This design comes from an exercise in tuning for small area on the open sky130 flow, not from production work.
Only simulation tests tie the RTL to the original design; equivalence was not proved.
Power and IR drop assume default switching activity.

==> design.v <==
`timescale 1ns/1ns
module dcache_top (
    input  logic        clk,
    input  logic        resetn,
    input  logic [1:0]  req_op,
    input  logic [31:0] req_addr,
    input  logic [31:0] req_wdata,
    input  logic [3:0]  req_strb,
    output logic        stall,
    output logic [31:0] rdata,
    output logic [31:0] ar_addr,
    output logic        ar_valid,
    input  logic        ar_ready,
    input  logic [31:0] r_data,
    input  logic        r_valid,
    input  logic        r_last,
    output logic [31:0] aw_addr,
    output logic        aw_valid,
    input  logic        aw_ready,
    output logic [31:0] w_data,
    output logic        w_valid,
    output logic        w_last,
    input  logic        b_valid
);
    localparam logic [2:0] st_idle = 3'd0;   
    localparam logic [2:0] st_aw   = 3'd1;   
    localparam logic [2:0] st_w    = 3'd2;   
    localparam logic [2:0] st_b    = 3'd3;   
    localparam logic [2:0] st_ar   = 3'd4;   
    localparam logic [2:0] st_r    = 3'd5;   
    localparam logic [2:0] st_fill = 3'd6;   
    logic [2:0]    state;
    logic [5:0]    dcnt;
    logic [1:0]    bcnt;
    logic [2047:0] dring;
    logic [415:0]  tring;
    logic [127:0]  fbuf;
    logic [31:0] head;
    logic [23:0] htag;
    logic        hdirty;
    logic        hvalid;
    logic [3:0]  idx;
    logic [5:0]  dcnt_nx;
    logic        nx_line;
    logic        nx_tag_ok;
    logic        nx_check;
    logic        swept;
    logic        hit_q;
    logic        miss_q;
    logic        line_q;
    logic        done;
    logic        wr_now;
    logic        miss_now;
    logic        beat_slot;
    logic        drain;
    logic        fill_now;
    logic [31:0] head_in;
    logic [25:0] thead_in;
    logic [31:0] fb_in;
    logic        fb_en;
    assign head   = dring[31:0];
    assign htag   = tring[23:0];
    assign hdirty = tring[24];
    assign hvalid = tring[25];
    assign idx    = req_addr[7:4];
    assign dcnt_nx   = dcnt + 1'b1;
    assign nx_line   = (dcnt_nx[3:0] == idx);
    assign nx_tag_ok = tring[51] && (tring[49:26] == req_addr[31:8]);
    assign nx_check  = resetn && swept && (req_op != 2'd0) && nx_line;
    always_ff @(posedge clk) begin
        hit_q  <= nx_check && nx_tag_ok && (dcnt_nx[5:4] == req_addr[3:2]);
        miss_q <= nx_check && !nx_tag_ok;
        line_q <= nx_line;
    end
    assign done      = (state == st_idle) && hit_q;
    assign wr_now    = done && req_op[1];
    assign miss_now  = (state == st_idle) && miss_q;
    assign beat_slot = line_q && (dcnt[5:4] == bcnt);   
    assign drain     = (state == st_fill) && beat_slot;
    assign fill_now  = drain && (bcnt == 2'd3);
    assign stall = !done;
    assign rdata = head;
    assign ar_addr  = {req_addr[31:4], 4'd0};
    assign ar_valid = (state == st_ar);
    assign aw_addr  = {fbuf[127:104], idx, 4'd0};
    assign aw_valid = (state == st_aw);
    assign w_data   = head;
    assign w_valid  = (state == st_w) && beat_slot;
    assign w_last   = (bcnt == 2'd3);
    logic [31:0] wmask;
    logic [31:0] dmask;
    always_comb begin
        for (int b = 0; b < 4; b++) begin
            wmask[8 * b +: 8] = {8{wr_now && req_strb[b]}};
        end
        dmask   = {32{drain}};
        head_in = (head & ~(wmask | dmask)) | (req_wdata & wmask) | (fbuf[31:0] & dmask);
    end
    assign thead_in = {swept && (hvalid || fill_now),
                       fill_now ? 1'b0 : (hdirty || wr_now),
                       fill_now ? req_addr[31:8] : htag};
    always_ff @(posedge clk) begin
        dring <= {head_in, dring[2047:32]};
        tring <= {thead_in, tring[415:26]};
    end
    assign fb_en = (state == st_idle) || r_valid || drain;
    assign fb_in = {(state == st_idle) ? htag : r_data[31:8], r_data[7:0]};
    always_ff @(posedge clk) begin
        if (fb_en) begin
            fbuf <= {fb_in, fbuf[127:32]};
        end
    end
    always_ff @(posedge clk) begin
        if (!resetn) begin
            state <= st_idle;
            swept <= 1'b0;
            dcnt  <= '0;
            bcnt  <= '0;
        end else begin
            dcnt <= dcnt_nx;
            if (&dcnt[3:0]) begin
                swept <= 1'b1;
            end
            if (w_valid || drain) begin
                bcnt <= bcnt + 1'b1;
            end
            case (state)
                st_idle: if (miss_now) state <= (hvalid && hdirty) ? st_aw : st_ar;
                st_aw:   if (aw_ready) state <= st_w;
                st_w:    if (beat_slot && bcnt == 2'd3) state <= st_b;
                st_b:    if (b_valid) state <= st_ar;
                st_ar:   if (ar_ready) state <= st_r;
                st_r:    if (r_valid && r_last) state <= st_fill;
                st_fill: if (fill_now) state <= st_idle;
                default: state <= st_idle;
            endcase
        end
    end
endmodule
==> flow/run.sh <==
#!/bin/bash
# Standard ORFS layout (the standard.sh, unchanged synthesis), with two
# changes: the clock tree is built from clkbuf_8 without CTS dummy loads, and
# port buffers use buf_1. Each tool's output is logged under orfs/logs; the
# make output goes to flow_make.log in this folder.
set -euo pipefail
export CTS_ARGS="-sink_clustering_enable -repair_clock_nets -buf_list sky130_fd_sc_hd__clkbuf_8 -sink_clustering_size 20 -sink_clustering_max_diameter 60 -dont_use_dummy_load"
export BUFFER_PORTS_ARGS="-buffer_cell sky130_fd_sc_hd__buf_1"
bash standard.sh finish > flow_make.log 2>&1
==> standard.sh <==
#!/bin/bash
# synth_recipe.tcl (not shown) runs the flow's synth.tcl, then flattens the netlist and writes it again
# the make line also repeats each setting of config.mk as NAME=value (left out here)
make -C /OpenROAD-flow-scripts/flow DESIGN_CONFIG=/design/flow/config.mk WORK_HOME=/design/flow/orfs CLKGATE_MAP_FILE= SYNTH_SCRIPT=/design/flow/synth_recipe.tcl "${@:-finish}"
==> config.mk <==
export PLATFORM = sky130hd
export DESIGN_NAME = dcache_top
export DESIGN_NICKNAME = dcache_top
export VERILOG_FILES = /design/flow/design.v
export SDC_FILE = /design/flow/constraint.sdc
export NUM_CORES = 4
export LEC_CHECK = 0
export CAP_MARGIN = 20
export CORE_MARGIN = 2
export CORE_UTILIZATION = 65
export CTS_BUF_LIST = sky130_fd_sc_hd__clkbuf_8
export CTS_CLUSTER_DIAMETER = 60
export CTS_CLUSTER_SIZE = 20
export PLACE_DENSITY = 0.8
export SLEW_MARGIN = 20
==> constraint.sdc <==
create_clock -name core_clock -period 8.0 [get_ports {clk}]
set_input_delay 1.6000 -clock core_clock [delete_from_list [all_inputs] [get_ports {clk}]]
set_output_delay 1.6000 -clock core_clock [all_outputs]
set_load 0.01 [all_outputs]
==> notes.md <==
## placed cells by master (no fill, tap or decap), drive strengths merged, types with 2 or more instances in the layout
cell | synthesis | final
dfxtp | 2479 | 2479
buf | 142 | 235
clkbuf | 2 | 150
edfxtp | 128 | 128
mux2 | 48 | 48
a22o | 32 | 32
a21o | 32 | 32
xnor2 | 23 | 23
xor2 | 15 | 15
and2 | 8 | 8
conb | 1 | 8
nor2 | 8 | 8
nor2b | 6 | 6
nand3 | 5 | 5
a211oi | 5 | 5
nand4 | 5 | 5
nor4 | 5 | 5
inv | 4 | 4
nand2 | 4 | 4
and3 | 3 | 3
a21oi | 3 | 3
o21ai | 3 | 3
nor3 | 3 | 3
diode | 0 | 2
a21boi | 2 | 2
ha | 2 | 2
or3 | 2 | 2
## metal layers
layer | GRT usage [%] | part of all wire, % | vias up
met5 | 0 | 0 | -
met4 | 6.24 | 2.9 | 0
met3 | 3.37 | 3.8 | 143
met2 | 25.2 | 45 | 407
met1 | 22.8 | 48 | 9263
li1 | - | - | 9668
## registers in the layout, summed over array words and instances (netlist names)
register and cells:
state 3, swept 1, bcnt 2, line_q 1, fbuf 128, dring 2048, hit_q 1, miss_q 1
tring 416, dcnt 6
## critical path, delay by kind of cell (launching register included)
family / cells / cell delay, ps
buffers and inverters: 2 / 610
flip-flops: 1 / 450
AND/OR/NAND/NOR: 2 / 390
## how the worst max path moves through the flow
stage / slack [ps] / to / depth (start not counted) / from
global route: 3950 / stall / 4 / state[0]
CTS: 4060 / stall / 4 / state[2]
global placement: 4020 / miss_q / 6 / req_addr[18]
finish: 4140 / stall / 4 / state[2]
floorplan: 3140 / fbuf[0] / 1 / r_valid
detailed placement: 3970 / hit_q / 6 / req_addr[18]
## stage by stage
step	power [mW]	instances	worst slack, ps	util (%)
2_1_floorplan	13.7	2987	3140	-
3_5_place_dp	13.7	4233	3970	66.8
6_report	18.5	4385	4140	69.2
4_1_cts	18.7	4383	4060	69.2
5_1_grt	19.1	4385	3950	69.2
3_3_place_gp	13.7	4233	4020	66.8
## where the power goes
| part | internal [mW] | switching, mW | total [mW] |
|---|---|---|---|
| Sequential | 13.2 | 0.0626 | 13.3 |
| Combinational | 0.0438 | 0.0840 | 0.128 |
| Clock | 1.70 | 3.38 | 5.08 |
| Total | 15.0 | 3.53 | 18.5 |
## logic make-up after synthesis
| kind of cell | Yosys count | synth area share, % |
|---|---|---|
| adder cells (fa/ha/maj) | 2 | 0.0443 |
| other | 1 | 0.00664 |
| flip-flops | 2607 | 94.7 |
| AND/OR/NAND/NOR | 52 | 0.609 |
| AO/OA/AOI/OAI | 83 | 1.16 |
| buffers and inverters | 148 | 1.93 |
| multiplexers | 49 | 0.975 |
| XOR/XNOR | 38 | 0.589 |
## layout make-up
class	instances	share of cell area, %
sequential	2607	89.3
clock buffer	150	3.45
multi-input combinational	232	3.26
tap	1155	2.41
timing repair buffer	235	1.50
inverter	4	0.0251
antenna	2	0.00836
==> flow_summary.ini <==
[run_status]
outcome = finished clean

[sta]
setup_viol = 0
skew_ps = 65.9
max_freq_ghz = 0.259
period_share_pct = 48.2
relSlewSlack_pct = 38.1
rsz0062_at_grt = false
report.final.slew_viol_count = 0
whs_ps = 271
finalHoldViolations = 0
finalSetupTns_ps = 0
fin_crit_ps = 3860
tightest_slew_ps = 929

[cts]
cts_buffer_depth = 3
post_cts_resized = 0
cts_buffers = 150
post_cts_buffers = 0
htree_levels = 4
cts.sinks = 2607
hold_buffers = 0
root_buffer = clkbuf_8
cts_tree = done
clkLatencyLatePin_ps = 810
clk_pin_slew_ps = 110

[drt]
route.detailed.drc = 0
wire_per_inst_um = 16.1
ant_nets = 0
via_count = 19500
wirelength_um = 70800
first_pass_iters = 4
avgViaCountPerCell = 4.44
drt_iter0_markers = 959

[critical_path]
critPathMaxStageDelay_ps = 460
setup.worst_path.class = reg -> out
end_kind = primary output
required_ps = 6400
crit_arrival_ps = 2260
r2r_end = fbuf[3]
worst-r2r-cell-count = 6
crit_fanout = 26
critical-path-slowest-cell = buf_4
r2r-start = state[1]
crit_chain = nor3_4 -> buf_4 -> nand2_1 -> buf_1
critPathLaunchType = register
r2r_setup_slack_ps = 4240

[floorplanning]
initial_utilization_pct = 65.3
pin_count = 242
die-area_um2 = 89200
core_um2 = 86500
die_height_um = 299
row_count = 108
die_x_um = 299

[synth]
ys_types = 44
syn_avg_cell_area_um2 = 18.9
ys.warnings.count = 1
synthTopCellsByArea = dfxtp_1, edfxtp_1, buf_4
yosys_most_used_dff = dfxtp_1
yosysTopAreaCell = dfxtp_1
synthArstFlopShare_pct = 0
netlist_area_um2 = 56500
synthCells = 2980
synth.most_common_cell = dfxtp_1
yosysSeqAreaShare_pct = 94.7
synth-edff-count = 128
synth_top_area_share_pct = 87.9
synth-seq-cells = 2607
synthTopCellsByCount = dfxtp_1, buf_4, edfxtp_1, mux2_2

[power]
powerDensity_nw_per_um2 = 309
leakagePower_nw = 23.9
max-vdd-ir-drop_uv = 173

[finish]
post-route-cell-area_um2 = 59800
seq_area_um2 = 53500
drive_above_1_share_pct = 6.69
nets = 3341
syn2layout_area_growth_pct = 5.98
fill_cells = 5177
multi_input_area_um2 = 1950

[grt]
grt_pass1_vias = 20500
overflow = 0
grt_pass1_wl_um = 112000
antenna_found_initial = 3
grt_use_total_pct = 16.2
grt_max_degree = 73

[placed_design]
io_buffer_count = 231
hpwl_um = 43200
placed_area_um2 = 57800
place_congestion = 0.839

[min_path]
min_delay_path_depth = 0
hp-start = dring[852]
hold_path.class = reg -> reg
hold_path_end = dring[820]

[run]
max-cap-violations = 0

-- afterwards: timing with drivers on the ports --
How much do the figures lean on ideal ports? The routed layout below was timed once more, with nothing changed but the port constraints.
Step 1 sets driving cells, clkbuf_16 on the clock port and buf_2 on the other inputs (assumed; they add their load-dependent delay and slew).
Step 2 times the ports against the registers' clock, not the clock port: input delays grow and output delays shrink by t, the midpoint of the rising clock arrivals with the driver on.
Three values: ideal ports, drivers, drivers and shift; two values: the first two.
t (ns): 0.832
slack for setup (ns): 4.144 / 4.079 / 4.221
hold WS [ns]: 0.271 / 0.271 / 0.271
worst setup path after step 2: input to register
After both steps this run still meets setup and hold. The setup slack of this run moves by -0.065 ns with the drivers and by +0.077 ns with both steps.
